Context: an optimization exercise on an open-source flow, tuned for small area, a short achievable clock period and few clock cycles per item. The choices shown serve that exercise and are no tape-out recipe. RTL that was checked went through simulation tests only; none was proved equivalent to the original. Function not checked in runs 4 and 5: the RTL went through the layout flow alone. Power is estimated from default activity; no workload was simulated.

File: flow/config.mk
export PLATFORM = sky130hd
export DESIGN_NAME = poolReluPE
export DESIGN_NICKNAME = poolReluPE
export VERILOG_FILES = /design/flow/design.v
export SDC_FILE = /design/flow/constraint.sdc
export NUM_CORES = 4
export LEC_CHECK = 0
export CAP_MARGIN = 20
export CORE_MARGIN = 2
export CORE_UTILIZATION = 65
export PLACE_DENSITY = 0.75
export SLEW_MARGIN = 20
File: flow/constraint.sdc
create_clock -name core_clock -period 15.0 [get_ports {clock}]
set_input_delay 3.0000 -clock core_clock [delete_from_list [all_inputs] [get_ports {clock}]]
set_output_delay 3.0000 -clock core_clock [all_outputs]
set_load 0.01 [all_outputs]
File: flow/design.v
package peTypes;
  localparam int dataWidth = 8;
  localparam int bufferDepth = 256;
  localparam int addressWidth = 8;
  localparam int requesterCount = 4;
  localparam logic [addressWidth-1:0] outputBase = 8'd128;
  localparam logic [dataWidth-1:0] opPool = 8'd2;
  localparam logic [dataWidth-1:0] opRelu = 8'd3;
  localparam int inputCredits = 2;
  localparam int outputCredits = 4;
  localparam logic signed [dataWidth-1:0] mostNegative = 8'sh80;
  typedef struct packed {
    logic valid;
    logic [dataWidth-1:0] data;
  } streamByte;
  typedef struct packed {
    logic valid;
    logic write;
    logic [addressWidth-1:0] address;
    logic [dataWidth-1:0] data;
  } bufferRequest;
  typedef struct packed {
    logic [7:0] opcode;
    logic [7:0] channels;
    logic [7:0] outRows;
    logic [7:0] outCols;
    logic [7:0] windowRows;
    logic [7:0] windowCols;
    logic [7:0] rowStride;
    logic [7:0] colStride;
    logic [15:0] inRows;
    logic [15:0] inCols;
    logic [15:0] inputSize;
    logic [15:0] outputSize;
  } layerConfig;
endpackage
`timescale 1ns/1ps
module poolReluPE (
  input logic clock,
  input logic reset,
  input logic inValid,
  input logic [7:0] inData,
  output logic inCredit,
  output logic outValid,
  output logic [7:0] outData,
  input logic outCreditReturn
);
  logic hv, tv;
  logic [7:0] hd, td;
  logic pop;
  logic [7:0] x;
  assign x = hd;
  always_ff @(posedge clock) begin
    if (reset) begin
      hv <= 1'b0;
      tv <= 1'b0;
      inCredit <= 1'b0;
    end else begin
      inCredit <= pop;
      if (pop) begin
        hv <= tv || inValid;
        tv <= tv && inValid;
      end else if (!hv) begin
        hv <= inValid;
      end else if (inValid) begin
        tv <= 1'b1;
      end
    end
  end
  always_ff @(posedge clock) begin
    if (pop) begin
      hd <= tv ? td : inData;
    end else if (!hv) begin
      hd <= inData;
    end
    if (inValid && (pop ? tv : hv)) begin
      td <= inData;
    end
  end
  typedef enum logic [1:0] {
    waitOpcode,
    readDims,
    streamData
  } parserState;
  parserState state;
  logic isRelu;
  logic [2:0] dimIndex;
  logic [6:0] oRM1, oCM1, wRM1, wCM1, sRM1, sCM1;
  logic fast;
  logic lastDim;
  logic [6:0] xM1;
  assign xM1 = 7'(x - 8'd1);
  assign lastDim = isRelu ? dimIndex == 3'd2 : dimIndex == 3'd6;
  logic [6:0] rLoLeft, rHiLeft, rPd, rCd;
  logic [6:0] cLo, cHi, cPd, cCd;
  logic rOpen, cOpen;
  logic [6:0] chanLeft;
  logic [5:0] rowBase;
  logic [1:0] slotLo, slotHi;
  logic rowOpens, rowCloses, rowCovered, rowEnd;
  logic colOpens, colCloses, colCovered, colEnd;
  logic chanEnd;
  assign rowOpens = rOpen;
  assign rowCloses = rCd == 7'd0;
  assign rowCovered = rLoLeft >= rHiLeft;
  assign rowEnd = rowCloses && rLoLeft == 7'd0;
  assign colOpens = cOpen;
  assign colCloses = cCd == 7'd0;
  assign colCovered = cLo <= cHi;
  assign colEnd = colCloses && cLo == oCM1;
  assign chanEnd = chanLeft == 7'd0;
  logic signed [7:0] acc [3];
  logic signed [7:0] accNew [3];
  logic signed [7:0] accLo;
  logic signed [7:0] xs;
  assign xs = (isRelu && x[7]) ? 8'sd0 : x;
  assign accLo = acc[slotLo];
  always_comb begin
    for (int j = 0; j < 3; j++) begin
      if (colOpens && slotHi == 2'(j)) accNew[j] = xs;
      else accNew[j] = (xs > acc[j]) ? xs : acc[j];
    end
  end
  logic [5:0] pk;           
  logic [6:0] pc;
  logic slowLastPc;
  logic wantItem;
  logic byteDone;
  logic loadItem;
  logic aReady;
  logic dataByte;
  assign pc = fast ? cLo : cLo + 7'(pk);
  assign slowLastPc = pc == cHi;
  assign dataByte = state == streamData && hv;
  assign wantItem = rowCovered && (fast ? colCloses : colCovered);
  assign loadItem = dataByte && wantItem && aReady;
  assign byteDone = !wantItem || (aReady && (fast || slowLastPc));
  assign pop = hv && (state != streamData || byteDone);
  logic aV;
  logic signed [7:0] aVal;
  logic [5:0] aAddr;
  logic [5:0] aCnt;
  logic aFirst;
  logic aLast;
  logic aGo;
  logic bV;
  logic signed [7:0] bVal;
  logic signed [7:0] bOld;
  logic [5:0] bAddr;
  logic bFirst;
  logic bLast;
  logic bGo;
  logic bWrite;
  logic signed [7:0] newv;
  logic [2:0] credits;
  logic signed [7:0] mem [64];
  logic signed [7:0] rdData;
  always_comb begin
    rdData = '0;
    for (int i = 0; i < 64; i++) begin
      rdData = rdData | (mem[i] & {8{aAddr == 6'(i)}});
    end
  end
  assign bGo = bV && (!bLast || credits != 3'd0);
  assign bWrite = bGo && !bLast;
  assign aGo = aV && (!bV || bGo);
  assign aReady = !aV || (aGo && aCnt == 6'd0);
  always_ff @(posedge clock) begin
    if (reset) begin
      aV <= 1'b0;
    end else if (loadItem) begin
      aV <= 1'b1;
    end else if (aGo && aCnt == 6'd0) begin
      aV <= 1'b0;
    end
  end
  always_ff @(posedge clock) begin
    if (loadItem) begin
      aVal <= fast ? accNew[slotLo] : xs;
      aAddr <= rowBase + pc[5:0];
      aCnt <= 6'(rLoLeft - rHiLeft);
      aFirst <= rowOpens && (fast || (slowLastPc && colOpens));
      aLast <= rowCloses && (fast || (pk == 6'd0 && colCloses));
    end else if (aGo) begin
      aCnt <= aCnt - 6'd1;
      aAddr <= aAddr + oCM1[5:0] + 6'd1;
      aLast <= 1'b0;
    end
  end
  assign newv = bFirst ? bVal : ((bVal > bOld) ? bVal : bOld);
  always_ff @(posedge clock) begin
    if (reset) begin
      bV <= 1'b0;
    end else if (aGo) begin
      bV <= 1'b1;
    end else if (bGo) begin
      bV <= 1'b0;
    end
  end
  always_ff @(posedge clock) begin
    if (aGo) begin
      bVal <= aVal;
      bAddr <= aAddr;
      bFirst <= aFirst && aCnt == 6'd0;
      bLast <= aLast;
      bOld <= (bWrite && bAddr == aAddr) ? newv : rdData;
    end
  end
  always_ff @(posedge clock) begin
    if (bWrite) mem[bAddr] <= newv;
  end
  always_ff @(posedge clock) begin
    outData <= newv;
  end
  always_ff @(posedge clock) begin
    if (reset) begin
      outValid <= 1'b0;
      credits <= 3'd4;
    end else begin
      outValid <= bGo && bLast;
      credits <= credits - 3'(bGo && bLast) + 3'(outCreditReturn);
    end
  end
  always_ff @(posedge clock) begin
    if (reset) begin
      state <= waitOpcode;
    end else if (pop) begin
      case (state)
        waitOpcode: begin
          if (x == 8'd2 || x == 8'd3) state <= readDims;
        end
        readDims: begin
          if (lastDim) state <= streamData;
        end
        default: begin
          if (colEnd && rowEnd && chanEnd) state <= waitOpcode;
        end
      endcase
    end
  end
  always_ff @(posedge clock) begin
    if (pop && state == waitOpcode) begin
      isRelu <= x[0];
      dimIndex <= 3'd0;
      wRM1 <= 7'd0;
      wCM1 <= 7'd0;
      sRM1 <= 7'd0;
      sCM1 <= 7'd0;
      fast <= 1'b1;
    end
    if (pop && state == readDims) begin
      dimIndex <= dimIndex + 3'd1;
      if (isRelu) begin
        case (dimIndex)
          3'd0: oRM1 <= xM1;
          3'd1: oCM1 <= xM1;
          default: ;
        endcase
      end else begin
        case (dimIndex)
          3'd0: ;
          3'd1: oRM1 <= xM1;
          3'd2: oCM1 <= xM1;
          3'd3: wRM1 <= xM1;
          3'd4: begin
            wCM1 <= xM1;
            fast <= x <= 8'd3;
          end
          3'd5: sRM1 <= xM1;
          default: sCM1 <= xM1;
        endcase
      end
    end
  end
  always_ff @(posedge clock) begin
    if (pop && state == readDims && (isRelu ? dimIndex == 3'd2 : dimIndex == 3'd0)) begin
      chanLeft <= xM1;
    end else if (pop && state == streamData && colEnd && rowEnd) begin
      chanLeft <= chanLeft - 7'd1;
    end
  end
  always_ff @(posedge clock) begin
    if ((pop && state == readDims && lastDim) ||
        (pop && state == streamData && colEnd && rowEnd)) begin
      rLoLeft <= oRM1;
      rHiLeft <= oRM1;
      rOpen <= 1'b1;
      rPd <= sRM1;
      rCd <= wRM1;
      rowBase <= 6'd0;
    end else if (pop && state == streamData && colEnd) begin
      if (rPd == 7'd0 && rHiLeft != 7'd0) begin
        rHiLeft <= rHiLeft - 7'd1;
        rOpen <= 1'b1;
        rPd <= sRM1;
      end else begin
        rOpen <= 1'b0;
        rPd <= rPd - 7'd1;
      end
      if (rowCloses) begin
        rLoLeft <= rLoLeft - 7'd1;
        rCd <= sRM1;
        rowBase <= rowBase + oCM1[5:0] + 6'd1;
      end else begin
        rCd <= rCd - 7'd1;
      end
    end
  end
  always_ff @(posedge clock) begin
    if ((pop && state == readDims && lastDim) || (pop && state == streamData && colEnd)) begin
      cLo <= 7'd0;
      cHi <= 7'd0;
      cOpen <= 1'b1;
      cPd <= (state == readDims) ? (isRelu ? 7'd0 : xM1) : sCM1;
      cCd <= wCM1;
      slotLo <= 2'd0;
      slotHi <= 2'd0;
    end else if (pop && state == streamData) begin
      if (cPd == 7'd0 && cHi != oCM1) begin
        cHi <= cHi + 7'd1;
        cOpen <= 1'b1;
        cPd <= sCM1;
        slotHi <= (slotHi == 2'd2) ? 2'd0 : slotHi + 2'd1;
      end else begin
        cOpen <= 1'b0;
        cPd <= cPd - 7'd1;
      end
      if (colCloses) begin
        cLo <= cLo + 7'd1;
        cCd <= sCM1;
        slotLo <= (slotLo == 2'd2) ? 2'd0 : slotLo + 2'd1;
      end else begin
        cCd <= cCd - 7'd1;
      end
    end
  end
  always_ff @(posedge clock) begin
    if (reset || pop) begin
      pk <= 6'd0;
    end else if (loadItem) begin
      pk <= pk + 6'd1;
    end
  end
  always_ff @(posedge clock) begin
    if (dataByte && byteDone) begin
      for (int j = 0; j < 3; j++) acc[j] <= accNew[j];
    end
  end
endmodule
File: flow/flow/run.sh
#!/bin/bash
# Standard layout, with repair_timing asked to leave extra setup slack so the
# layout runs faster than the 15 ns the clock allows (the SDC is unchanged).
set -euo pipefail
bash standard.sh SETUP_SLACK_MARGIN=11 finish > standard_flow.log 2>&1
File: flow/standard.sh
#!/bin/bash
# synth_recipe.tcl (not shown) runs the flow's synth.tcl, then flattens the netlist and writes it again
# the make line also repeats each setting of config.mk as NAME=value (left out here)
make -C /OpenROAD-flow-scripts/flow DESIGN_CONFIG=/design/flow/config.mk WORK_HOME=/design/flow/orfs CLKGATE_MAP_FILE= SYNTH_SCRIPT=/design/flow/synth_recipe.tcl "${@:-finish}"
==> flow_summary.toml, run 1 <==
[status]
outcome = "finished clean"

[sta]
max_slew_margin_pct = 14.6
finalHoldViolCount = 0
fin_ws_ns = 10.95
whs_ns = 0.412
fin_worst_skew_ns = 0.0404
post-route-period-util_pct = 27.0
totalNegativeSetupSlack_ns = 0
final-setup-viol-count = 0
finalMaxSlewViolations = 0
fin_crit_ns = 4.05
max_freq_mhz = 247
actual_slew_at_the_worst_max_slew_pin_ns = 1.28
rsz0062_at_grt = "yes"

[die]
floorplan.initialDensity_pct = 65.8
die-height_um = 227
die_area_um2 = 51300
placement_rows = 81
ios = 22
die_width_um = 227
coreArea_um2 = 49000

[placement]
gpl.final_weighted_congestion = 1.02
place_ws_ns = 10.43
detailed_place_hpwl_mm = 68.2
portBuffers = 21

[power]
vdd_ir_drop_max_uv = 89.2
power.static_leakage_nw = 12.4
cellPowerDensity_nw_per_um2 = 115

[detailed_routing]
dr.first_iter.drc_count = 3087
antenna_violating_nets_post_route = 0
vias_per_cell = 6.85
drtPass1Iterations = 6
wire_per_inst_um = 31.4
dr_total_vias = 22000
drt-total-wl_mm = 101
drc = 0

[setup_path]
worst_path_max_delay_cell = "sky130_fd_sc_hd__dfxtp_2"
crit_path_cell_trace = "buf_6"
critical_path_peak_fanout = 1
critPathArrivalTime_ns = 1.05
crit_required_ns = 12.00
rr_endpoint = "bOld[4]"
timing.setup.critical_path_class = "reg -> out"
max_stage_delay_on_crit_path_ns = 0.32
worst_setup_path_start_kind = "register"
critical_path.endpoint_type = "output pin"
worst_path_dominant_cell_family = "flip-flops"
r2r_slack_ns = 10.98
setup.worst_path.start = "outData[5]"
regToRegStartpoint = "aAddr[0]"
cp.buffers_inverters = 1
r2r_cell_count = 7

[logic_synthesis]
synth_nets = 2486
synth.ff_latch_count = 745
synth.yosys.warnings = 3
async_flop_share_pct = 0
synth_seq_area_share_pct = 67.0
synth.cell_area_um2 = 32200
post_synth_edffs = 665
netlist_instances = 2372
syn_area_per_cell_um2 = 13.6
ys_types = 76
synth_top_flop_cell = "sky130_fd_sc_hd__edfxtp_1"

[run]
drv.max_cap_violation_count = 0

[global_route]
initial_antenna_violation_count = 2
globalRouteTotalUtil_pct = 39.8
first_pass_grt_wire_length_mm = 143
first_global_vias = 21000
grt_max_degree = 67
global_route.overflow_total = 0

[layout]
mostFrequentLayoutCells = "sky130_fd_sc_hd__edfxtp_1 (665), sky130_fd_sc_hd__a22oi_1 (261), sky130_fd_sc_hd__nor2_1 (191), sky130_fd_sc_hd__nand2_1 (146), sky130_fd_sc_hd__inv_1 (110)"
area_growth_syn_to_layout_pct = 12.2
layout.core_utilization_pct = 73.8
drive_gt1_share_pct = 12.7
layout_commonest_cell = "sky130_fd_sc_hd__edfxtp_1"
nets = 2595

[clocking]
cts-root-buf = "sky130_fd_sc_hd__clkbuf_16"
cts-root-to-sink-buffers = 3
path_clk_slew_ns = 0.06
cts-htree-levels = 3
clock_tree_from_tritoncts = "done"
clkSinkCount = 745
clkLatencyLatePin_ns = 0.64
tritoncts.num_buffers = 75

[hold_path]
min_path_cells = 0
hold_class = "reg -> reg"
holdCritStartpoint = "aLast"
terminating_pin_of_the_worst_hold_path = "bLast"
registers in the layout, summed over array words and instances, names as in the netlist, 8 cells and up:
signal and cells:
mem 512, acc 24, aVal 8, bOld 8, bVal 8, hd 8, outData 8, td 8
synth_stat cells (all sizes together) (7+ instances only):
| library cell | instances | share of area [%] |
|---|---|---|
| edfxtp | 665 | 62 |
| a22oi | 261 | 6.1 |
| nor2 | 215 | 2.6 |
| nand2 | 147 | 1.7 |
| inv | 111 | 1.3 |
| o21ai | 97 | 1.5 |
| ha | 96 | 3.7 |
| dfxtp | 80 | 5.0 |
| xnor2 | 64 | 1.7 |
| mux2 | 60 | 2.2 |
| nand4 | 55 | 1.1 |
| a21oi | 54 | 0.84 |
| nand3 | 54 | 0.84 |
| clkbuf | 46 | 0.54 |
| nor3 | 43 | 0.70 |
| xor2 | 31 | 0.84 |
| mux2i | 24 | 0.75 |
| buf | 20 | 0.37 |
| nor2b | 18 | 0.35 |
| o21a | 18 | 0.42 |
| a211oi | 15 | 0.35 |
| and2 | 13 | 0.25 |
| nor4 | 13 | 0.25 |
| or3 | 12 | 0.23 |
| o22ai | 11 | 0.21 |
| or4 | 10 | 0.24 |
| a221oi | 9 | 0.24 |
| a21o | 8 | 0.19 |
| nand2b | 8 | 0.16 |
| nand4b | 8 | 0.22 |
| o31ai | 7 | 0.16 |
layer usage:
layer / routed length, µm / track usage (%) / vias up / part of all wire, %
met2: 46200 / 63.5 / 1540 / 46
met4: 8980 / 27.8 / 4 / 8.9
met5: 23 / 0 / - / 0.023
li1: - / - / 9397 / -
met3: 11000 / 8.03 / 389 / 11
met1: 34600 / 49.1 / 10700 / 34
through the flow:
| step | std cells | cell area, µm² | power [mW] |
|---|---|---|---|
| 3_5_place_dp | 3060 | 33500 | 2.34 |
| 2_1_floorplan | 2372 | 32200 | 2.32 |
| 4_1_cts | 3199 | 36000 | 4.16 |
| 6_report | 3208 | 36100 | 4.16 |
| 3_3_place_gp | 3057 | 33500 | 2.34 |
| 5_1_grt | 3207 | 36100 | 4.24 |
final cells by class:
| class | instances | area, µm² |
|---|---|---|
| flip-flops and latches | 745 | 21600 |
| fillers | 3187 | 12800 |
| multi-input cells | 1452 | 10100 |
| clock buffers | 107 | 2140 |
| well taps | 664 | 831 |
| repair buffers | 96 | 749 |
| inverters | 111 | 422 |
| clock inverters | 32 | 293 |
| diodes | 1 | 2.50 |
power by group:
part	leakage, nW	total (mW)	switching, mW	internal [mW]
clock network	1.20	1.86	0.791	1.07
logic	4.54	0.0612	0.0356	0.0256
registers	6.64	2.24	0.00673	2.23
cells by family after synthesis:
kind of cell | Yosys count | share of synthesized area, %
multiplexers | 84 | 2.93
flip-flops | 745 | 67.0
buffers and inverters | 177 | 2.20
XOR/XNOR | 95 | 2.59
adder cells (fa/ha/maj) | 102 | 4.11
AND/OR/NAND/NOR | 641 | 9.81
AO/OA/AOI/OAI | 528 | 11.4
worst max path at each step:
stage / to / slack (ns) / depth (start not counted)
2_1_floorplan: credits[2] / 11.02 / 6
3_3_place_gp: credits[2] / 10.40 / 7
3_5_place_dp: td[5] / 10.43 / 3
4_1_cts: inCredit / 10.88 / 1
5_1_grt: outData[3] / 10.94 / 1
6_report: outData[5] / 10.95 / 1
what timing repair did:
action,in CTS,in global routing
cloned,0,2
gates resized for setup,53,15
hold buffers,0,0
pin swaps,0,3
hold endpoints to repair,0,0
setup buffers,0,6
setup endpoints to repair,114,64
Testbench counts, summed over its fixed seeds: cycles 9,996, outputs 4,525.
==> run 2, diff against run 1 <==
==> flow/flow/run.sh (replaced) <==
#!/bin/bash
# Standard layout, with repair_timing asked to leave extra setup slack so the
# layout runs faster than the 15 ns the clock allows (the SDC is unchanged).
set -euo pipefail
bash standard.sh SETUP_SLACK_MARGIN=11.4 finish > standard_flow.log 2>&1
--- a/flow/config.mk
+++ b/flow/config.mk
@@ -8,5 +8,7 @@
 export CAP_MARGIN = 20
 export CORE_MARGIN = 2
 export CORE_UTILIZATION = 65
+export CTS_CLUSTER_DIAMETER = 60
+export CTS_CLUSTER_SIZE = 28
 export PLACE_DENSITY = 0.75
 export SLEW_MARGIN = 20
==> run 2 against run 1 <==
Net effect:
- still clean on timing, DRC and antenna
- die area did not move
- area after synthesis did not move
- sequential cell count is the same
- synthesized cell count did not move
- largest cell class unchanged
==> flow_summary.toml, run 2 <==
[status]
outcome = "finished clean"

[setup_path]
worst_setup_path_start_kind = "register"
timing.setup.critical_path_class = "reg -> out"
max_stage_delay_on_crit_path_ns = 0.32
r2r_slack_ns = 11.26
worst_path_dominant_cell_family = "flip-flops"
cp.buffers_inverters = 1
worst_path_max_delay_cell = "sky130_fd_sc_hd__dfxtp_1"
crit_required_ns = 12.00
critical_path_peak_fanout = 1
crit_path_cell_trace = "buf_2"
cp_num_cells = 1
critical_path.endpoint_type = "output pin"
critPathArrivalTime_ns = 1.07
r2r_cell_count = 8

[logic_synthesis]
yosys.area.top_type = "sky130_fd_sc_hd__edfxtp_1"
async_flop_share_pct = 0
synth-compound-area-share_pct = 11.4
dominant_combinational_cell_family_by_area_after_synthesis = "compound AO/OA/AOI/OAI gates"
synth.cell_area_um2 = 32200
synth_nets = 2486
ys_types = 76
netlist.area_leader.share_pct = 62.0
netlist_top_cells_count = "sky130_fd_sc_hd__edfxtp_1 (665), sky130_fd_sc_hd__a22oi_1 (261), sky130_fd_sc_hd__nor2_1 (212), sky130_fd_sc_hd__nand2_1 (146), sky130_fd_sc_hd__inv_1 (110)"
netlist_instances = 2372
syn_area_per_cell_um2 = 13.6
multiplexer_share_of_the_synthesized_area_pct = 2.93
adder_and_majority_gate_portion_of_the_synthesized_area_pct = 4.11
synth_top_flop_cell = "sky130_fd_sc_hd__edfxtp_1"
synth.yosys.warnings = 3
synthMostInstantiatedCell = "sky130_fd_sc_hd__edfxtp_1"
synth_seq_area_share_pct = 67.0
synth_xor_area_share_pct = 2.59
post_synth_edffs = 665
basic_gate_share_of_the_synthesized_area_counting_and_or_nand_and_nor_cells_pct = 9.81
synth.ff_latch_count = 745
cells_taking_the_most_area_after_synthesis = "sky130_fd_sc_hd__edfxtp_1 (62%), sky130_fd_sc_hd__a22oi_1 (6.1%), sky130_fd_sc_hd__dfxtp_1 (5.0%), sky130_fd_sc_hd__ha_1 (3.7%), sky130_fd_sc_hd__nor2_1 (2.5%)"

[clocking]
clkSinkCount = 745
cts-root-buf = "sky130_fd_sc_hd__clkbuf_16"
cts-htree-levels = 2
cts-root-to-sink-buffers = 3
clock_tree_from_tritoncts = "done"
cts_hold_repair.buffers = 0
path_clk_slew_ns = 0.09
tritoncts.num_buffers = 47
clkLatencyLatePin_ns = 0.64

[sta]
max_freq_mhz = 246
finalHoldViolCount = 0
rsz0062_at_grt = "yes"
post-route-period-util_pct = 27.1
fin_worst_skew_ns = 0.0395
final-setup-viol-count = 0
actual_slew_at_the_worst_max_slew_pin_ns = 1.28
finalMaxSlewViolations = 0
max_slew_margin_pct = 14.5
totalNegativeSetupSlack_ns = 0
fin_crit_ns = 4.07

[power]
combPwrFrac_pct = 1.7
sw_pwr_mw = 0.838
switching_share_pct = 22.2
p_clk_share_pct = 39.1
internal_power_mw = 2.94
power.static_leakage_nw = 12.3
total_power_mw = 3.78
pwr-share-seq_pct = 59.2
cellPowerDensity_nw_per_um2 = 105
vdd_ir_drop_max_uv = 94.9

[global_route]
grt_max_degree = 67
first_pass_grt_wire_length_mm = 145
globalRouteTotalUtil_pct = 40.5
initial_antenna_violation_count = 2
global_route.overflow_total = 0
first_global_vias = 21100

[die]
die-height_um = 227
ios = 22
die_area_um2 = 51300
die_width_um = 227
floorplan.initialDensity_pct = 65.8
placement_rows = 81
coreArea_um2 = 49000

[detailed_routing]
drtPass1Iterations = 6
drt-total-wl_mm = 103
dr.first_iter.drc_count = 3220
antenna_violating_nets_post_route = 0
dr_total_vias = 22200
wire_per_inst_um = 32.2
vias_per_cell = 6.93
drc = 0

[layout]
multi_input_comb_area_um2 = 10200
largest-register = "mem"
n_antenna_cell = 0
final.fill_count = 3238
drive_gt1_share_pct = 14.0
largest_registers = "mem (512), acc (24)"
largest_register_ff_count = 512
area_growth_syn_to_layout_pct = 11.4
mostFrequentLayoutCells = "sky130_fd_sc_hd__edfxtp_1 (665), sky130_fd_sc_hd__a22oi_1 (259), sky130_fd_sc_hd__nor2_1 (200), sky130_fd_sc_hd__nand2_1 (143), sky130_fd_sc_hd__buf_4 (117)"
layout_commonest_cell = "sky130_fd_sc_hd__edfxtp_1"
regArea_um2 = 21600
nets = 2610

[hold_path]
min_path_cells = 0
hold_class = "reg -> reg"

[run]
drv.max_cap_violation_count = 0

[placement]
portBuffers = 21
detailed_place_hpwl_mm = 69.1
gpl.final_weighted_congestion = 1.03
==> run 2: worst register-to-register path, stage by stage, from the launching register on <==
cell	delay (ns)
sky130_fd_sc_hd__edfxtp_1	0.58
sky130_fd_sc_hd__nand2b_2	0.48
sky130_fd_sc_hd__nor2_1	0.34
sky130_fd_sc_hd__buf_4	0.29
sky130_fd_sc_hd__a22oi_1	0.22
sky130_fd_sc_hd__nand3_1	0.10
sky130_fd_sc_hd__nor3_1	0.84
sky130_fd_sc_hd__nand4_1	0.42
sky130_fd_sc_hd__o21a_1	0.23
==> run 2: path summary, 6_finish.rpt <==
kind / start / end
worst max-delay path: outData[5] / outData[5]
worst min-delay path: aVal[0] / bVal[0]
worst max register to register: aAddr[4] / bOld[1]
worst min register to register: aVal[0] / bVal[0]
==> run 2: final cells by class <==
type | instances | share of cell area, %
Sequential cell | 745 | 60.2
Tap cell | 664 | 2.32
Clock buffer | 53 | 3.52
Clock inverter | 34 | 1.31
Timing Repair Buffer | 139 | 2.95
Inverter | 111 | 1.18
Multi-Input combinational cell | 1452 | 28.6
==> run 2: per-stage QoR <==
step / setup slack [ns] / hold slack, ns / cell area (µm²) / std cells / utilization [%]
after global routing: 10.90 / 0.433 / 35900 / 3198 / 73.2
after floorplan: 11.05 / 0.400 / 32200 / 2372 / -
after CTS: 10.91 / 0.416 / 35600 / 3177 / 72.7
after global placement: 10.43 / 0.404 / 33600 / 3071 / 68.6
final: 10.93 / 0.411 / 35900 / 3198 / 73.2
after detailed placement: 10.46 / 0.405 / 33600 / 3072 / 68.7
==> run 2: per-layer routing <==
metal	up-vias	GRT usage, %	wire, µm
met5	-	0	27
met4	4	28.8	9190
met3	412	9.87	12300
met2	1554	64.7	47400
met1	10800	48.5	34000
li1	9396	-	-
==> run 2: timing repair <==
action / CTS / global route
resized for setup: 76 / 17
cloned: 2 / 0
buffers inserted: 16 / 20
setup endpoints to repair: 204 / 124
pin swaps: 6 / 9
hold endpoints to repair: 0 / 0
==> run 2: kinds of logic (layout without fill, tap and decap cells) <==
group	Yosys count	in the layout
buffers and inverters	177	337
and+or+nand+nor	641	643
DFF	745	745
muxes	84	84
AOI/OAI and AO/OA	528	528
xor gates and xnor gates	95	95
adders and majority gates	102	102
==> run 2: power by group through the flow <==
stage,logic (mW),registers (mW),clock network [mW]
final,0.0648,2.24,1.48
after global routing,0.0702,2.24,1.54
after CTS,0.0610,2.24,1.48
after detailed placement,0.0597,2.28,0
after global placement,0.0572,2.28,0
after floorplan,0.0422,2.28,0
==> run 3, diff against run 2 <==
--- a/flow/design.v
+++ b/flow/design.v
@@ -96,7 +96,7 @@
   logic rOpen, cOpen;
   logic [6:0] chanLeft;
   logic [5:0] rowBase;
-  logic [1:0] slotLo, slotHi;
+  logic slotLo, slotHi;
   logic rowOpens, rowCloses, rowCovered, rowEnd;
   logic colOpens, colCloses, colCovered, colEnd;
   logic chanEnd;
@@ -109,18 +109,17 @@
   assign colCovered = cLo <= cHi;
   assign colEnd = colCloses && cLo == oCM1;
   assign chanEnd = chanLeft == 7'd0;
-  logic signed [7:0] acc [3];
-  logic signed [7:0] accNew [3];
-  logic signed [7:0] accLo;
+  logic signed [7:0] acc [2];
+  logic signed [7:0] accMax [2];
+  logic signed [7:0] hval;
   logic signed [7:0] xs;
   assign xs = (isRelu && x[7]) ? 8'sd0 : x;
-  assign accLo = acc[slotLo];
   always_comb begin
-    for (int j = 0; j < 3; j++) begin
-      if (colOpens && slotHi == 2'(j)) accNew[j] = xs;
-      else accNew[j] = (xs > acc[j]) ? xs : acc[j];
+    for (int j = 0; j < 2; j++) begin
+      accMax[j] = (xs > acc[j]) ? xs : acc[j];
     end
   end
+  assign hval = (wCM1 == 7'd0) ? xs : accMax[slotLo];
   logic [5:0] pk;           
   logic [6:0] pc;
   logic slowLastPc;
@@ -176,7 +175,7 @@
   end
   always_ff @(posedge clock) begin
     if (loadItem) begin
-      aVal <= fast ? accNew[slotLo] : xs;
+      aVal <= fast ? hval : xs;
       aAddr <= rowBase + pc[5:0];
       aCnt <= 6'(rLoLeft - rHiLeft);
       aFirst <= rowOpens && (fast || (slowLastPc && colOpens));
@@ -313,14 +312,14 @@
       cOpen <= 1'b1;
       cPd <= (state == readDims) ? (isRelu ? 7'd0 : xM1) : sCM1;
       cCd <= wCM1;
-      slotLo <= 2'd0;
-      slotHi <= 2'd0;
+      slotLo <= 1'b0;
+      slotHi <= 1'b0;
     end else if (pop && state == streamData) begin
       if (cPd == 7'd0 && cHi != oCM1) begin
         cHi <= cHi + 7'd1;
         cOpen <= 1'b1;
         cPd <= sCM1;
-        slotHi <= (slotHi == 2'd2) ? 2'd0 : slotHi + 2'd1;
+        slotHi <= !slotHi;
       end else begin
         cOpen <= 1'b0;
         cPd <= cPd - 7'd1;
@@ -328,7 +327,7 @@
       if (colCloses) begin
         cLo <= cLo + 7'd1;
         cCd <= sCM1;
-        slotLo <= (slotLo == 2'd2) ? 2'd0 : slotLo + 2'd1;
+        slotLo <= !slotLo;
       end else begin
         cCd <= cCd - 7'd1;
       end
@@ -343,7 +342,9 @@
   end
   always_ff @(posedge clock) begin
     if (dataByte && byteDone) begin
-      for (int j = 0; j < 3; j++) acc[j] <= accNew[j];
+      for (int j = 0; j < 2; j++) begin
+        acc[j] <= (colOpens && slotHi == 1'(j)) ? xs : accMax[j];
+      end
     end
   end
 endmodule
==> flow/flow/run.sh (replaced) <==
#!/bin/bash
# Standard layout, with repair_timing asked to leave extra setup slack so the
# layout runs faster than the 15 ns the clock allows (the SDC is unchanged).
set -euo pipefail
bash standard.sh SETUP_SLACK_MARGIN=11 finish > standard_flow.log 2>&1
==> run 3 against run 2 <==
Net effect:
- sequential power is 2% lower
- critical path depth rose by 7
- sequential share of layout area fell by 0.17 points
- worst hold slack better by 0.0073 ns
- largest cell class unchanged
- fmax is 2.4% lower
- still clean
==> flow_summary.toml, run 3 <==
[clocking]
clkLatencyLatePin_ns = 0.63
path_clk_slew_ns = 0.09
cts-htree-levels = 2
cts-root-to-sink-buffers = 3
clock_tree_from_tritoncts = "done"
cts-root-buf = "sky130_fd_sc_hd__clkbuf_16"
clkSinkCount = 735
cts_hold_repair.buffers = 0
tritoncts.num_buffers = 45

[status]
outcome = "finished clean"

[logic_synthesis]
cells_taking_the_most_area_after_synthesis = "sky130_fd_sc_hd__edfxtp_1 (61%), sky130_fd_sc_hd__dfxtp_1 (4.9%), sky130_fd_sc_hd__a22oi_1 (3.3%), sky130_fd_sc_hd__ha_1 (3.3%), sky130_fd_sc_hd__nor2_1 (1.9%)"
yosys.area.top_type = "sky130_fd_sc_hd__edfxtp_1"
netlist_top_cells_count = "sky130_fd_sc_hd__edfxtp_1 (657), sky130_fd_sc_hd__nor2_1 (164), sky130_fd_sc_hd__a22oi_1 (141), sky130_fd_sc_hd__nand2_1 (115), sky130_fd_sc_hd__inv_1 (114)"
synthMostInstantiatedCell = "sky130_fd_sc_hd__edfxtp_1"
synth.cell_area_um2 = 32100
syn_area_per_cell_um2 = 13.4
synth.ff_latch_count = 735
basic_gate_share_of_the_synthesized_area_counting_and_or_nand_and_nor_cells_pct = 10.3
synth_top_flop_cell = "sky130_fd_sc_hd__edfxtp_1"
synth.yosys.warnings = 3
synth_xor_area_share_pct = 2.54
ys_types = 79
netlist_instances = 2391
adder_and_majority_gate_portion_of_the_synthesized_area_pct = 3.65
post_synth_edffs = 657
synth-compound-area-share_pct = 11.4
synth_seq_area_share_pct = 66.3
synth_nets = 2493
multiplexer_share_of_the_synthesized_area_pct = 3.05
dominant_combinational_cell_family_by_area_after_synthesis = "compound AO/OA/AOI/OAI gates"
netlist.area_leader.share_pct = 61.5
async_flop_share_pct = 0

[power]
vdd_ir_drop_max_uv = 104
total_power_mw = 3.72
power.static_leakage_nw = 12.0
cellPowerDensity_nw_per_um2 = 105

[global_route]
globalRouteTotalUtil_pct = 40.6
global_route.overflow_total = 0
grt_max_degree = 66
first_pass_grt_wire_length_mm = 145
first_global_vias = 21400
initial_antenna_violation_count = 5

[sta]
fin_crit_ns = 4.17
actual_slew_at_the_worst_max_slew_pin_ns = 1.33
totalNegativeSetupSlack_ns = 0
rsz0062_at_grt = "yes"
finalMaxSlewViolations = 0
post-route-period-util_pct = 27.8
final-setup-viol-count = 0
finalHoldViolCount = 0
max_freq_mhz = 240
fin_worst_skew_ns = 0.0287
max_slew_margin_pct = 10.2

[layout]
largest_registers = "mem (512), acc (16)"
largest_register_ff_count = 512
mostFrequentLayoutCells = "sky130_fd_sc_hd__edfxtp_1 (657), sky130_fd_sc_hd__nor2_1 (154), sky130_fd_sc_hd__a22oi_1 (141), sky130_fd_sc_hd__inv_1 (113), sky130_fd_sc_hd__nand2_1 (112)"
layout_commonest_cell = "sky130_fd_sc_hd__edfxtp_1"
largest-register = "mem"
drive_gt1_share_pct = 11.7
nets = 2551
area_growth_syn_to_layout_pct = 10.6

[die]
ios = 22
die-height_um = 226
placement_rows = 81
coreArea_um2 = 48800
floorplan.initialDensity_pct = 65.7
die_area_um2 = 51200
die_width_um = 226

[detailed_routing]
antenna_violating_nets_post_route = 0
drt-total-wl_mm = 102
dr.first_iter.drc_count = 3303
drc = 0
dr_total_vias = 22500
wire_per_inst_um = 32.5
drtPass1Iterations = 7
vias_per_cell = 7.12

[setup_path]
r2r_cell_count = 8
rr_endpoint = "bOld[5]"
crit_path_cell_trace = "buf_4, nor4b_2, buf_4, and2_1, a22oi_1, nand4_1, nor4_1, a22oi_1"
critical_path_peak_fanout = 12
cp.buffers_inverters = 2
timing.setup.critical_path_class = "reg -> reg"
max_stage_delay_on_crit_path_ns = 1.15
worst_setup_path_start_kind = "register"
critical_path.endpoint_type = "register"
regToRegStartpoint = "aAddr[1]"
critPathArrivalTime_ns = 4.47
worst_path_dominant_cell_family = "simple AND/OR/NAND/NOR gates"
cp_num_cells = 8
worst_path_max_delay_cell = "sky130_fd_sc_hd__nor4_1"
r2r_slack_ns = 10.83
crit_required_ns = 15.30

[hold_path]
holdCritStartpoint = "aLast"
terminating_pin_of_the_worst_hold_path = "bLast"
min_path_cells = 0
hold_class = "reg -> reg"

[run]
drv.max_cap_violation_count = 0

[placement]
portBuffers = 21
detailed_place_hpwl_mm = 69.2
gpl.final_weighted_congestion = 1.01
-- run 3: cell count changes in the layout (fill, tap and decap cells not counted), sizes merged, moves of 19 or more --
| cell | change |
|---|---|
| buf | -19 |
| mux2i | +30 |
| nand3 | +24 |
| nor2 | -50 |
| a32oi | +51 |
| a22oi | -120 |
| nand2 | -34 |
| mux2 | -21 |
-- run 3: timing repair --
action	4_1_cts	5_1_grt
gates resized for setup	56	13
setup endpoints to repair	131	92
pin swaps	2	3
setup buffers	7	6
gates cloned	2	0
-- run 3: power breakdown --
group | internal, mW | switching (mW)
clock network | 0.684 | 0.782
registers | 2.20 | 0.00454
logic | 0.0197 | 0.0304
-- run 3: area by class of cell --
cell class	instances	area [µm²]
inverter	114	432
timing repair buffer	122	1000
antenna	3	7.51
clock buffer	47	1180
clock inverter	37	538
tap	664	831
multi-input combinational	1431	10200
sequential	735	21300
fill	3253	13400
-- run 3: how the worst max path moves through the flow --
stage	slack (ns)	startpoint	endpoint
final	10.83	aAddr[1]	bOld[5]
after global routing	10.92	outValid	outValid
after CTS	10.91	outValid	outValid
after detailed placement	10.11	cLo[0]	rHiLeft[0]
after global placement	10.21	cLo[0]	rHiLeft[0]
after floorplan	9.90	bVal[1]	mem[0][1]
-- run 3: logic make-up after synthesis --
kind of cell,count (synthesis)
compound gates,510
fa+ha+maj,90
buf+inv,226
mux,93
flops,735
xor+xnor,93
simple gates,644
-- run 3: layer usage --
metal	share of wire (%)	track usage, %	up-vias
met5	0.044	0	-
met4	8.7	27.8	8
met3	13	10.8	460
met2	44	62.3	1682
met1	34	50.8	10900
li1	-	-	9420
-- run 3: stage by stage --
stage / setup slack, ns / instances / utilization, % / instance area (µm²) / hold WS (ns)
2_1_floorplan: 9.90 / 2391 / - / 32100 / 0.400
3_3_place_gp: 10.21 / 3049 / 68.6 / 33500 / 0.408
5_1_grt: 10.92 / 3150 / 72.6 / 35500 / 0.440
3_5_place_dp: 10.11 / 3049 / 68.6 / 33500 / 0.408
6_report: 10.83 / 3153 / 72.7 / 35500 / 0.419
4_1_cts: 10.91 / 3142 / 72.4 / 35400 / 0.423
Testbench counts of run 3, summed over its fixed seeds: cycles 9,996, outputs 4,525.
==> run 4, diff against run 3 <==
--- a/flow/design.v
+++ b/flow/design.v
@@ -153,11 +153,14 @@
   logic signed [7:0] newv;
   logic [2:0] credits;
   logic signed [7:0] mem [64];
+  logic [5:0] aAddrNext;
+  logic [3:0] aSel0, aSel1, aSel2;
   logic signed [7:0] rdData;
+  assign aAddrNext = loadItem ? rowBase + pc[5:0] : aAddr + oCM1[5:0] + 6'd1;
   always_comb begin
     rdData = '0;
     for (int i = 0; i < 64; i++) begin
-      rdData = rdData | (mem[i] & {8{aAddr == 6'(i)}});
+      rdData = rdData | (mem[i] & {8{aSel0[i % 4] && aSel1[(i / 4) % 4] && aSel2[i / 16]}});
     end
   end
   assign bGo = bV && (!bLast || credits != 3'd0);
@@ -174,15 +177,21 @@
     end
   end
   always_ff @(posedge clock) begin
+    if (loadItem || aGo) begin
+      aAddr <= aAddrNext;
+      aSel0 <= 4'b0001 << aAddrNext[1:0];
+      aSel1 <= 4'b0001 << aAddrNext[3:2];
+      aSel2 <= 4'b0001 << aAddrNext[5:4];
+    end
+  end
+  always_ff @(posedge clock) begin
     if (loadItem) begin
       aVal <= fast ? hval : xs;
-      aAddr <= rowBase + pc[5:0];
       aCnt <= 6'(rLoLeft - rHiLeft);
       aFirst <= rowOpens && (fast || (slowLastPc && colOpens));
       aLast <= rowCloses && (fast || (pk == 6'd0 && colCloses));
     end else if (aGo) begin
       aCnt <= aCnt - 6'd1;
-      aAddr <= aAddr + oCM1[5:0] + 6'd1;
       aLast <= 1'b0;
     end
   end
==> run 4 against run 3 <==
Net effect:
- sequential power increased by 2%
- largest cell class unchanged
- area after synthesis decreased by 0.30%
- still clean on timing, DRC and antenna
- global-route usage decreased by 2.9 points
- combinational power decreased by 4.6%
- sequential share of layout area increased by 2.4 points
- core utilization decreased by 1.4 points
- setup slack improved by 0.072 ns
- total power decreased by 0.96%
- synthesized cell count decreased by 1.6%
- critical endpoint unchanged
- cell count decreased by 3.1%
- die area decreased by 0.30%
==> flow_summary.toml, run 4 <==
[status]
outcome = "finished clean"

[logic_synthesis]
synth.yosys.warnings = 3
netlist_instances = 2353
ys_types = 75
multiplexer_share_of_the_synthesized_area_pct = 2.87
synth_xor_area_share_pct = 2.78
synthMostInstantiatedCell = "sky130_fd_sc_hd__edfxtp_1"
synth-compound-area-share_pct = 10.6
cells_taking_the_most_area_after_synthesis = "sky130_fd_sc_hd__edfxtp_1 (63%), sky130_fd_sc_hd__dfxtp_1 (4.9%), sky130_fd_sc_hd__a22oi_1 (3.7%), sky130_fd_sc_hd__ha_1 (3.3%), sky130_fd_sc_hd__nor2_1 (2.2%)"
synth.cell_area_um2 = 32000
synth_nets = 2455
adder_and_majority_gate_portion_of_the_synthesized_area_pct = 3.66
syn_area_per_cell_um2 = 13.6
async_flop_share_pct = 0
synth_top_flop_cell = "sky130_fd_sc_hd__edfxtp_1"
synth_seq_area_share_pct = 67.6
netlist_top_cells_count = "sky130_fd_sc_hd__edfxtp_1 (669), sky130_fd_sc_hd__nor2_1 (188), sky130_fd_sc_hd__a22oi_1 (157), sky130_fd_sc_hd__clkbuf_1 (113), sky130_fd_sc_hd__inv_1 (101)"
netlist.area_leader.share_pct = 62.8
synth.ff_latch_count = 747
basic_gate_share_of_the_synthesized_area_counting_and_or_nand_and_nor_cells_pct = 9.78
post_synth_edffs = 669
dominant_combinational_cell_family_by_area_after_synthesis = "compound AO/OA/AOI/OAI gates"
yosys.area.top_type = "sky130_fd_sc_hd__edfxtp_1"

[layout]
finalNonFillerCells = 3055
mostFrequentLayoutCells = "sky130_fd_sc_hd__edfxtp_1 (669), sky130_fd_sc_hd__nor2_1 (173), sky130_fd_sc_hd__a22oi_1 (157), sky130_fd_sc_hd__inv_1 (99)"
nets = 2456
n_antenna_cell = 0
area_growth_syn_to_layout_pct = 8.48
drive_gt1_share_pct = 10.0
largest_registers = "mem (512), acc (16)"
final.fill_count = 3323
multi_input_comb_area_um2 = 9620
largest_register_ff_count = 512
largest-register = "mem"
regArea_um2 = 21700
layout_commonest_cell = "sky130_fd_sc_hd__edfxtp_1"

[clocking]
tritoncts.num_buffers = 46
clock_tree_from_tritoncts = "done"
clkSinkCount = 747
path_clk_slew_ns = 0.10
cts-htree-levels = 2
cts_hold_repair.buffers = 0
cts-root-to-sink-buffers = 3
clkLatencyLatePin_ns = 0.64
cts-root-buf = "sky130_fd_sc_hd__clkbuf_16"

[setup_path]
r2r_cell_count = 6
timing.setup.critical_path_class = "reg -> reg"
r2r_slack_ns = 10.91
critical_path_peak_fanout = 24
worst_setup_path_endpoint = "bOld[5]"
regToRegStartpoint = "aSel2[1]"
worst_setup_path_start_kind = "register"
crit_required_ns = 15.39
rr_endpoint = "bOld[5]"
critical_path.endpoint_type = "register"
worst_path_max_delay_cell = "sky130_fd_sc_hd__edfxtp_1"
crit_path_cell_trace = "and3_1, a22oi_1, nand4_1, nor4_1, nand2_1, mux2_2"
max_stage_delay_on_crit_path_ns = 0.87
critPathArrivalTime_ns = 4.48
setup.worst_path.start = "aSel2[1]"

[die]
ios = 22
die-height_um = 226
die_area_um2 = 51000
coreArea_um2 = 48700
floorplan.initialDensity_pct = 65.7
placement_rows = 81
die_width_um = 226

[power]
sw_pwr_mw = 0.787
pwr-share-seq_pct = 60.8
vdd_ir_drop_max_uv = 109
p_clk_share_pct = 37.9
internal_power_mw = 2.90
combPwrFrac_pct = 1.3
cellPowerDensity_nw_per_um2 = 106
power.static_leakage_nw = 11.9
switching_share_pct = 21.4

[sta]
finalHoldViolCount = 0
finalMaxSlewViolations = 0
totalNegativeSetupSlack_ns = 0
max_freq_mhz = 244
final-setup-viol-count = 0
post-route-period-util_pct = 27.3
rsz0062_at_grt = "yes"
fin_crit_ns = 4.09
max_slew_margin_pct = 13.6
fin_worst_skew_ns = 0.0464
actual_slew_at_the_worst_max_slew_pin_ns = 1.29

[detailed_routing]
dr.first_iter.drc_count = 3418
drtPass1Iterations = 9
vias_per_cell = 6.96
drc = 0
wire_per_inst_um = 31.3
dr_total_vias = 21300
antenna_violating_nets_post_route = 0
drt-total-wl_mm = 95.5

[global_route]
first_global_vias = 20100
globalRouteTotalUtil_pct = 37.7
initial_antenna_violation_count = 1
grt_max_degree = 67
first_pass_grt_wire_length_mm = 136
global_route.overflow_total = 0

[run]
drv.max_cap_violation_count = 0

[placement]
gpl.final_weighted_congestion = 0.988
detailed_place_hpwl_mm = 63.9
portBuffers = 21
placedCellCount = 2964

[hold_path]
hold_class = "reg -> reg"
## run 4: final cells by class
class	instances	area share, %
sequential	747	62.4
clock buffer	53	3.48
inverter	103	1.13
tap	664	2.39
timing repair buffer	79	1.81
multi-input combinational	1377	27.7
clock inverter	32	1.09
## run 4: layer usage
metal  global-route usage, %  vias up  part of all wire (%)
met3                    8.85      382                    12
met5                       0        -                 0.014
met4                    23.2        2                   8.0
li1                        -     9037                     -
met1                    46.4    10300                    33
met2                    60.9     1587                    47
## run 4: cells by family (layout without fill, tap and decap cells)
group / Yosys count / in the layout
AO/OA/AOI/OAI: 479 / 479
XOR/XNOR: 100 / 100
adder cells (fa/ha/maj): 90 / 90
buffers and inverters: 229 / 267
flip-flops: 747 / 747
multiplexers: 86 / 86
AND/OR/NAND/NOR: 622 / 622
## run 4: through the flow
stage               instance area [µm²]  total power, mW  setup WS [ns]  hold slack (ns)  utilization (%)
global route                      34700             3.76          10.91            0.427             71.2
floorplan                         32000             2.32          11.12            0.400                -
global placement                  33000             2.33          10.55            0.401             67.7
finish                            34700             3.68          10.91            0.418             71.2
CTS                               34600             3.68          10.92            0.421             70.9
detailed placement                33000             2.33          10.50            0.406             67.7
## run 4: how the worst min path moves through the flow
stage	from	end	slack, ns	cells past startpoint
final	aVal[4]	bVal[4]	0.42	0
after global routing	aVal[3]	bVal[3]	0.43	0
after CTS	aVal[4]	bVal[4]	0.42	0
after detailed placement	aVal[0]	bVal[0]	0.41	0
after global placement	aVal[7]	bVal[7]	0.40	0
after floorplan	aLast	bLast	0.40	0
## run 4: what timing repair did
| item | CTS | global route |
|---|---|---|
| hold endpoints to repair | 0 | 0 |
| cloned | 0 | 0 |
| setup buffers | 0 | 3 |
| resized for setup | 46 | 16 |
| endpoints found under the setup margin | 40 | 82 |
| pin swaps | 0 | 1 |
## run 4: critical path, delay by kind of cell (launching register included)
family             cells  cell delay (ns)
and+or+nand+nor        4             2.03
AOI/OAI and AO/OA      1             0.64
muxes                  1             0.31
DFF                    1             0.87
## run 4: power by group through the flow
stage	Clock (mW)	Sequential [mW]	Combinational, mW
3_5_place_dp	0	2.29	0.0467
3_3_place_gp	0	2.29	0.0449
5_1_grt	1.46	2.24	0.0522
2_1_floorplan	0	2.29	0.0319
6_report	1.40	2.24	0.0478
4_1_cts	1.40	2.24	0.0471
==> run 5, diff against run 4 <==
==> flow/flow/run.sh (replaced) <==
#!/bin/bash
# Standard layout, with repair_timing asked to leave extra setup slack so the
# layout runs faster than the 15 ns the clock allows (the SDC is unchanged),
# and clock tree synthesis without dummy balancing loads.
set -euo pipefail
bash standard.sh SETUP_SLACK_MARGIN=11 \
  "CTS_ARGS=-sink_clustering_enable -repair_clock_nets -sink_clustering_size 28 -sink_clustering_max_diameter 60 -dont_use_dummy_load" \
  finish > standard_flow.log 2>&1
==> run 5 against run 4 <==
Net effect:
- still clean on timing, DRC and antenna
- die area unchanged
- worst hold slack worse by 0.0026 ns
- clock power down 16%
- first-iteration DRC count down 2.3%
- routed wire length down 0.24%
- sequential share of layout area up 0.80 points
- cell count down 1.3%
- fmax down 0.96%
==> flow_summary.toml, run 5 <==
[global_route]
first_global_vias = 20000
globalRouteTotalUtil_pct = 37.5
grt_max_degree = 67
first_pass_grt_wire_length_mm = 135
initial_antenna_violation_count = 1
global_route.overflow_total = 0

[die]
placement_rows = 81
coreArea_um2 = 48700
die_area_um2 = 51000
ios = 22
floorplan.initialDensity_pct = 65.7
die_width_um = 226
die-height_um = 226

[clocking]
path_clk_slew_ns = 0.07
tritoncts.num_buffers = 46
cts-root-buf = "sky130_fd_sc_hd__clkbuf_16"
cts-htree-levels = 2
cts-root-to-sink-buffers = 3
clkLatencyLatePin_ns = 0.63
cts_hold_repair.buffers = 0
clock_tree_from_tritoncts = "done"
clkSinkCount = 747

[logic_synthesis]
yosys.area.top_type = "sky130_fd_sc_hd__edfxtp_1"
synth_seq_area_share_pct = 67.6
syn_area_per_cell_um2 = 13.6
netlist_instances = 2353
synthMostInstantiatedCell = "sky130_fd_sc_hd__edfxtp_1"
ys_types = 75
netlist.area_leader.share_pct = 62.8
synth.yosys.warnings = 3
synth.ff_latch_count = 747
cells_taking_the_most_area_after_synthesis = "sky130_fd_sc_hd__edfxtp_1 (63%), sky130_fd_sc_hd__dfxtp_1 (4.9%), sky130_fd_sc_hd__a22oi_1 (3.7%), sky130_fd_sc_hd__ha_1 (3.3%), sky130_fd_sc_hd__nor2_1 (2.2%)"
synth.cell_area_um2 = 32000
netlist_top_cells_count = "sky130_fd_sc_hd__edfxtp_1 (669), sky130_fd_sc_hd__nor2_1 (188), sky130_fd_sc_hd__a22oi_1 (157), sky130_fd_sc_hd__clkbuf_1 (113), sky130_fd_sc_hd__inv_1 (101)"
post_synth_edffs = 669
async_flop_share_pct = 0
synth_nets = 2455
synth_top_flop_cell = "sky130_fd_sc_hd__edfxtp_1"

[sta]
finalHoldViolCount = 0
totalNegativeSetupSlack_ns = 0
fin_worst_skew_ns = 0.0549
finalMaxSlewViolations = 0
fin_crit_ns = 4.13
actual_slew_at_the_worst_max_slew_pin_ns = 1.26
max_freq_mhz = 242
rsz0062_at_grt = "yes"
final-setup-viol-count = 0
post-route-period-util_pct = 27.6
max_slew_margin_pct = 15.6

[setup_path]
timing.setup.critical_path_class = "reg -> reg"
critical_path_peak_fanout = 24
regToRegStartpoint = "aSel2[1]"
r2r_cell_count = 6
critPathArrivalTime_ns = 4.48
rr_endpoint = "bOld[1]"
crit_required_ns = 15.35
r2r_slack_ns = 10.87
worst_setup_path_start_kind = "register"
critical_path.endpoint_type = "register"

[placement]
portBuffers = 21
dpl_cell_area_um2 = 33000
detailed_place_hpwl_mm = 63.9
gpl.final_weighted_congestion = 0.988

[layout]
largest_register_ff_count = 512
area_growth_syn_to_layout_pct = 7.10
n_antenna_cell = 0
largest_registers = "mem (512), acc (16)"
largest-register = "mem"
drive_gt1_share_pct = 8.84
nets = 2456
mostFrequentLayoutCells = "sky130_fd_sc_hd__edfxtp_1 (669), sky130_fd_sc_hd__nor2_1 (174), sky130_fd_sc_hd__a22oi_1 (157), sky130_fd_sc_hd__inv_1 (99)"
fin_area_um2 = 34300
layout_commonest_cell = "sky130_fd_sc_hd__edfxtp_1"
final.fill_count = 3370

[detailed_routing]
drt-total-wl_mm = 95.3
vias_per_cell = 7.00
wire_per_inst_um = 31.6
dr.first_iter.drc_count = 3338
dr_total_vias = 21100
drc = 0
antenna_violating_nets_post_route = 0
drtPass1Iterations = 6

[hold_path]
terminating_pin_of_the_worst_hold_path = "bVal[4]"
min_path_cells = 0
hold_class = "reg -> reg"
holdCritStartpoint = "aVal[4]"

[run]
drv.max_cap_violation_count = 0

[status]
outcome = "finished clean"

[power]
power.static_leakage_nw = 11.7
cellPowerDensity_nw_per_um2 = 101
p_clk_share_pct = 34.1
pwr-share-seq_pct = 64.6
sw_pwr_mw = 0.670
vdd_ir_drop_max_uv = 90.4
switching_share_pct = 19.3
combPwrFrac_pct = 1.4
internal_power_mw = 2.80
run 5: how the worst max path moves through the flow:
| stage | depth (start not counted) | slack, ns | start | to |
|---|---|---|---|---|
| floorplan | 5 | 11.12 | outCreditReturn | credits[2] |
| global placement | 3 | 10.55 | reset | tv |
| detailed placement | 3 | 10.50 | reset | tv |
| CTS | 1 | 10.84 | inCredit | inCredit |
| global route | 1 | 10.94 | outData[1] | outData[1] |
| finish | 6 | 10.87 | aSel2[1] | bOld[1] |
run 5: power groups by stage:
stage / clock [mW] / sequential [mW] / combinational [mW]
floorplan: 0 / 2.29 / 0.0319
finish: 1.18 / 2.24 / 0.0477
global placement: 0 / 2.29 / 0.0449
global route: 1.24 / 2.24 / 0.0522
CTS: 1.18 / 2.24 / 0.0471
detailed placement: 0 / 2.29 / 0.0467
run 5: stage by stage:
step | hold WS, ns | total power, mW | util [%] | worst slack [ns] | instances
after CTS | 0.415 | 3.47 | 70.0 | 10.84 | 3010
final | 0.415 | 3.47 | 70.3 | 10.87 | 3016
after global routing | 0.424 | 3.53 | 70.3 | 10.94 | 3016
after floorplan | 0.400 | 2.32 | - | 11.12 | 2353
after global placement | 0.401 | 2.33 | 67.7 | 10.55 | 2963
after detailed placement | 0.406 | 2.33 | 67.7 | 10.50 | 2964
run 5: cell families (layout without fill, tap and decap cells):
group	count (synthesis)	after routing	share of synthesized area, %
muxes	86	86	2.87
AOI/OAI and AO/OA	479	479	10.6
buffers and inverters	229	228	2.71
and+or+nand+nor	622	622	9.78
xor gates and xnor gates	100	100	2.78
DFF	747	747	67.6
adders and majority gates	90	90	3.66
run 5: layout make-up:
type                       count  area (µm²)  area share [%]
clock buffer                  46        1150            3.36
tap                          664         831            2.42
inverter                     103         392            1.14
timing repair buffer          79         629            1.84
multi-input combinational   1377        9620            28.1
sequential                   747       21700            63.2
run 5: timing repair:
| action | in CTS | in global routing |
|---|---|---|
| setup buffers | 0 | 3 |
| gates resized for setup | 46 | 17 |
| pin swaps | 0 | 2 |
| endpoints found under the setup margin | 45 | 88 |
run 5: critical path, stage by stage (launching register included):
cell	delay, ns
sky130_fd_sc_hd__edfxtp_1	0.86
sky130_fd_sc_hd__and3_1	0.68
sky130_fd_sc_hd__a221oi_1	0.82
sky130_fd_sc_hd__nand3_1	0.40
sky130_fd_sc_hd__nor4_1	0.60
sky130_fd_sc_hd__nand2_1	0.22
sky130_fd_sc_hd__mux2_2	0.31
run 5: per-layer routing:
| layer | GRT usage, % | part of all wire (%) |
|---|---|---|
| met1 | 46.3 | 33 |
| met2 | 60.9 | 47 |
| met3 | 8.72 | 12 |
| met4 | 22.3 | 7.6 |
| met5 | 0 | 0.015 |
==> run 6, diff against run 5 <==
--- a/flow/design.v
+++ b/flow/design.v
@@ -153,14 +153,11 @@
   logic signed [7:0] newv;
   logic [2:0] credits;
   logic signed [7:0] mem [64];
-  logic [5:0] aAddrNext;
-  logic [3:0] aSel0, aSel1, aSel2;
   logic signed [7:0] rdData;
-  assign aAddrNext = loadItem ? rowBase + pc[5:0] : aAddr + oCM1[5:0] + 6'd1;
   always_comb begin
     rdData = '0;
     for (int i = 0; i < 64; i++) begin
-      rdData = rdData | (mem[i] & {8{aSel0[i % 4] && aSel1[(i / 4) % 4] && aSel2[i / 16]}});
+      rdData = rdData | (mem[i] & {8{aAddr == 6'(i)}});
     end
   end
   assign bGo = bV && (!bLast || credits != 3'd0);
@@ -177,21 +174,15 @@
     end
   end
   always_ff @(posedge clock) begin
-    if (loadItem || aGo) begin
-      aAddr <= aAddrNext;
-      aSel0 <= 4'b0001 << aAddrNext[1:0];
-      aSel1 <= 4'b0001 << aAddrNext[3:2];
-      aSel2 <= 4'b0001 << aAddrNext[5:4];
-    end
-  end
-  always_ff @(posedge clock) begin
     if (loadItem) begin
       aVal <= fast ? hval : xs;
+      aAddr <= rowBase + pc[5:0];
       aCnt <= 6'(rLoLeft - rHiLeft);
       aFirst <= rowOpens && (fast || (slowLastPc && colOpens));
       aLast <= rowCloses && (fast || (pk == 6'd0 && colCloses));
     end else if (aGo) begin
       aCnt <= aCnt - 6'd1;
+      aAddr <= aAddr + oCM1[5:0] + 6'd1;
       aLast <= 1'b0;
     end
   end
==> run 6 against run 5 <==
Net effect:
- clock-buffer cell count shrank 1
- via count grew 5.2%
- non-clock buffer count grew 40
- clock power is essentially flat
- largest cell class unchanged
- worst hold slack gained 0.0033 ns
- clock skew shrank 0.0050 ns
- total power shrank 1.6%
==> flow_summary.toml, run 6 <==
[status]
outcome = "finished clean"

[layout]
final.fill_count = 3333
mostFrequentLayoutCells = "sky130_fd_sc_hd__edfxtp_1 (657), sky130_fd_sc_hd__nor2_1 (152), sky130_fd_sc_hd__a22oi_1 (141), sky130_fd_sc_hd__inv_1 (113), sky130_fd_sc_hd__nand2_1 (112)"
layout_commonest_cell = "sky130_fd_sc_hd__edfxtp_1"
nets = 2548
largest_register_ff_count = 512
fin_area_um2 = 34900
drive_gt1_share_pct = 10.4
area_growth_syn_to_layout_pct = 8.71
largest-register = "mem"
largest_registers = "mem (512), acc (16)"

[detailed_routing]
wire_per_inst_um = 33.0
dr_total_vias = 22200
drt-total-wl_mm = 103
drc = 0
antenna_violating_nets_post_route = 0
drtPass1Iterations = 7
vias_per_cell = 7.13
dr.first_iter.drc_count = 3325

[sta]
rsz0062_at_grt = "yes"
max_slew_margin_pct = 9.68
fin_crit_ns = 4.03
whs_ns = 0.419
final-setup-viol-count = 0
actual_slew_at_the_worst_max_slew_pin_ns = 1.35
post-route-period-util_pct = 26.8
totalNegativeSetupSlack_ns = 0
finalMaxSlewViolations = 0
fin_worst_skew_ns = 0.0499
finalHoldViolCount = 0
max_freq_mhz = 248

[setup_path]
rr_endpoint = "bOld[5]"
crit_path_cell_trace = "buf_2"
timing.setup.critical_path_class = "reg -> out"
cp.buffers_inverters = 1
critical_path.endpoint_type = "output pin"
r2r_cell_count = 8
worst_path_dominant_cell_family = "flip-flops"
regToRegStartpoint = "aAddr[1]"
max_stage_delay_on_crit_path_ns = 0.32
worst_path_max_delay_cell = "sky130_fd_sc_hd__dfxtp_1"
r2r_slack_ns = 11.03
critical_path_peak_fanout = 1
crit_required_ns = 12.00
critPathArrivalTime_ns = 1.03
worst_setup_path_start_kind = "register"

[die]
floorplan.initialDensity_pct = 65.7
die_area_um2 = 51200
die-height_um = 226
ios = 22
die_width_um = 226
placement_rows = 81
coreArea_um2 = 48800

[placement]
detailed_place_hpwl_mm = 69.2
dpl_cell_area_um2 = 33500
portBuffers = 21
gpl.final_weighted_congestion = 1.01

[hold_path]
holdCritStartpoint = "aLast"
terminating_pin_of_the_worst_hold_path = "bLast"
hold_class = "reg -> reg"
min_path_cells = 0

[logic_synthesis]
netlist.area_leader.share_pct = 61.5
synth_seq_area_share_pct = 66.3
synth.yosys.warnings = 3
synthMostInstantiatedCell = "sky130_fd_sc_hd__edfxtp_1"
synth_nets = 2493
syn_area_per_cell_um2 = 13.4
synth.cell_area_um2 = 32100
cells_taking_the_most_area_after_synthesis = "sky130_fd_sc_hd__edfxtp_1 (61%), sky130_fd_sc_hd__dfxtp_1 (4.9%), sky130_fd_sc_hd__a22oi_1 (3.3%), sky130_fd_sc_hd__ha_1 (3.3%), sky130_fd_sc_hd__nor2_1 (1.9%)"
synth.ff_latch_count = 735
netlist_instances = 2391
synth_top_flop_cell = "sky130_fd_sc_hd__edfxtp_1"
netlist_top_cells_count = "sky130_fd_sc_hd__edfxtp_1 (657), sky130_fd_sc_hd__nor2_1 (164), sky130_fd_sc_hd__a22oi_1 (141), sky130_fd_sc_hd__nand2_1 (115), sky130_fd_sc_hd__inv_1 (114)"
yosys.area.top_type = "sky130_fd_sc_hd__edfxtp_1"
ys_types = 79
post_synth_edffs = 657
async_flop_share_pct = 0

[global_route]
first_pass_grt_wire_length_mm = 145
globalRouteTotalUtil_pct = 40.7
first_global_vias = 21300
initial_antenna_violation_count = 7
grt_max_degree = 66
global_route.overflow_total = 0

[clocking]
clock_tree_from_tritoncts = "done"
cts-root-buf = "sky130_fd_sc_hd__clkbuf_16"
clkSinkCount = 735
clkLatencyLatePin_ns = 0.62
cts-root-to-sink-buffers = 3
cts-htree-levels = 2
cts_hold_repair.buffers = 0
tritoncts.num_buffers = 45
path_clk_slew_ns = 0.08

[power]
vdd_ir_drop_max_uv = 100
switching_share_pct = 19.4
internal_power_mw = 2.75
sw_pwr_mw = 0.663
power.static_leakage_nw = 11.7
pwr-share-seq_pct = 64.6
combPwrFrac_pct = 1.5
cellPowerDensity_nw_per_um2 = 97.8
p_clk_share_pct = 34.0

[run]
drv.max_cap_violation_count = 0
## run 6: final cells by class
class,instances,area [µm²],area share [%]
Tap cell,664,831,2.38
Sequential cell,735,21300,61.0
Clock buffer,45,1130,3.23
Multi-Input combinational cell,1431,10200,29.3
Inverter,114,432,1.24
Antenna cell,5,12.5,0.0359
Timing Repair Buffer,119,981,2.81
## run 6: power by group through the flow
stage          registers (mW)  clock network, mW  logic [mW]
2_1_floorplan            2.25                  0      0.0304
3_3_place_gp             2.25                  0      0.0459
3_5_place_dp             2.25                  0      0.0471
4_1_cts                  2.20               1.16      0.0492
5_1_grt                  2.20               1.22      0.0541
6_report                 2.20               1.16      0.0500
## run 6: cells by family after synthesis
group | share of synthesized area [%]
compound gates | 11.4
simple gates | 10.3
flops | 66.3
buf+inv | 2.76
xor+xnor | 2.54
fa+ha+maj | 3.65
mux | 3.05
## run 6: worst max-delay path by stage
stage                     depth (start not counted)         end  slack, ns        from
after floorplan                                   8   mem[0][1]       9.90     bVal[1]
after global placement                           11  rHiLeft[0]      10.21      cLo[0]
after CTS                                         1    outValid      10.95    outValid
final                                             1  outData[0]      10.97  outData[0]
after global routing                              1  outData[0]      10.95  outData[0]
after detailed placement                         11  rHiLeft[0]      10.11      cLo[0]
## run 6: metal layers
metal  GRT usage, %  vias up  routed length [µm]  part of all wire (%)
met5              0        -                  56                 0.055
met2           61.5     1650               45600                    44
met3           11.4      422               13300                    13
met4           28.5        8                8940                   8.7
met1           51.1    10700               34800                    34
li1               -     9378                   -                     -
## run 6: timing repair
action	CTS	global route
setup endpoints to repair	134	94
pin swaps	2	5
buffers inserted	6	6
resized for setup	56	15
gates cloned	2	0
## run 6: stage by stage
step / setup WS [ns] / util [%] / instances / power (mW)
global route: 10.95 / 71.4 / 3108 / 3.48
floorplan: 9.90 / - / 2391 / 2.28
finish: 10.97 / 71.4 / 3113 / 3.41
CTS: 10.95 / 71.2 / 3102 / 3.41
global placement: 10.21 / 68.6 / 3049 / 2.30
detailed placement: 10.11 / 68.6 / 3049 / 2.30
Testbench counts of run 6, summed over its fixed seeds: cycles 9,996, outputs 4,525.

==> afterwards: timing with drivers on the ports <==
The results above use ideal ports. As a check the final layouts listed here were re-extracted and re-timed, cells and wires unchanged.
Step 1: set_driving_cell puts a clkbuf_16 on clock and a buf_2 on each other input, an assumption about the parent block.
Step 2 adds t to the input delays and takes it off the output delays; t is the mean of the earliest and latest rising clock arrival at the registers after step 1. Input paths then give back, and output paths get back, about the clock's delay inside the block.
Slacks: no drivers / after step 1 / after step 2; pairs: no drivers / after step 1.
run	t, ns	setup WS [ns]	slew at the worst register clock pin (ns)
run 1	0.679	10.950 / 10.889 / 10.461	0.07 / 0.07
run 2	0.679	10.933 / 10.866 / 10.892	0.10 / 0.10
run 3	0.674	10.834 / 10.834 / 10.397	0.10 / 0.10
run 4	0.666	10.906 / 10.905 / 10.469	0.11 / 0.11
run 5	0.649	10.866 / 10.866 / 10.473	0.10 / 0.10
run 6	0.657	10.974 / 10.916 / 10.417	0.10 / 0.10
After both steps every run listed still meets setup and hold. For run 6, which loses most, drivers alone change the setup slack by -0.058 ns; drivers and shift together by -0.557 ns.
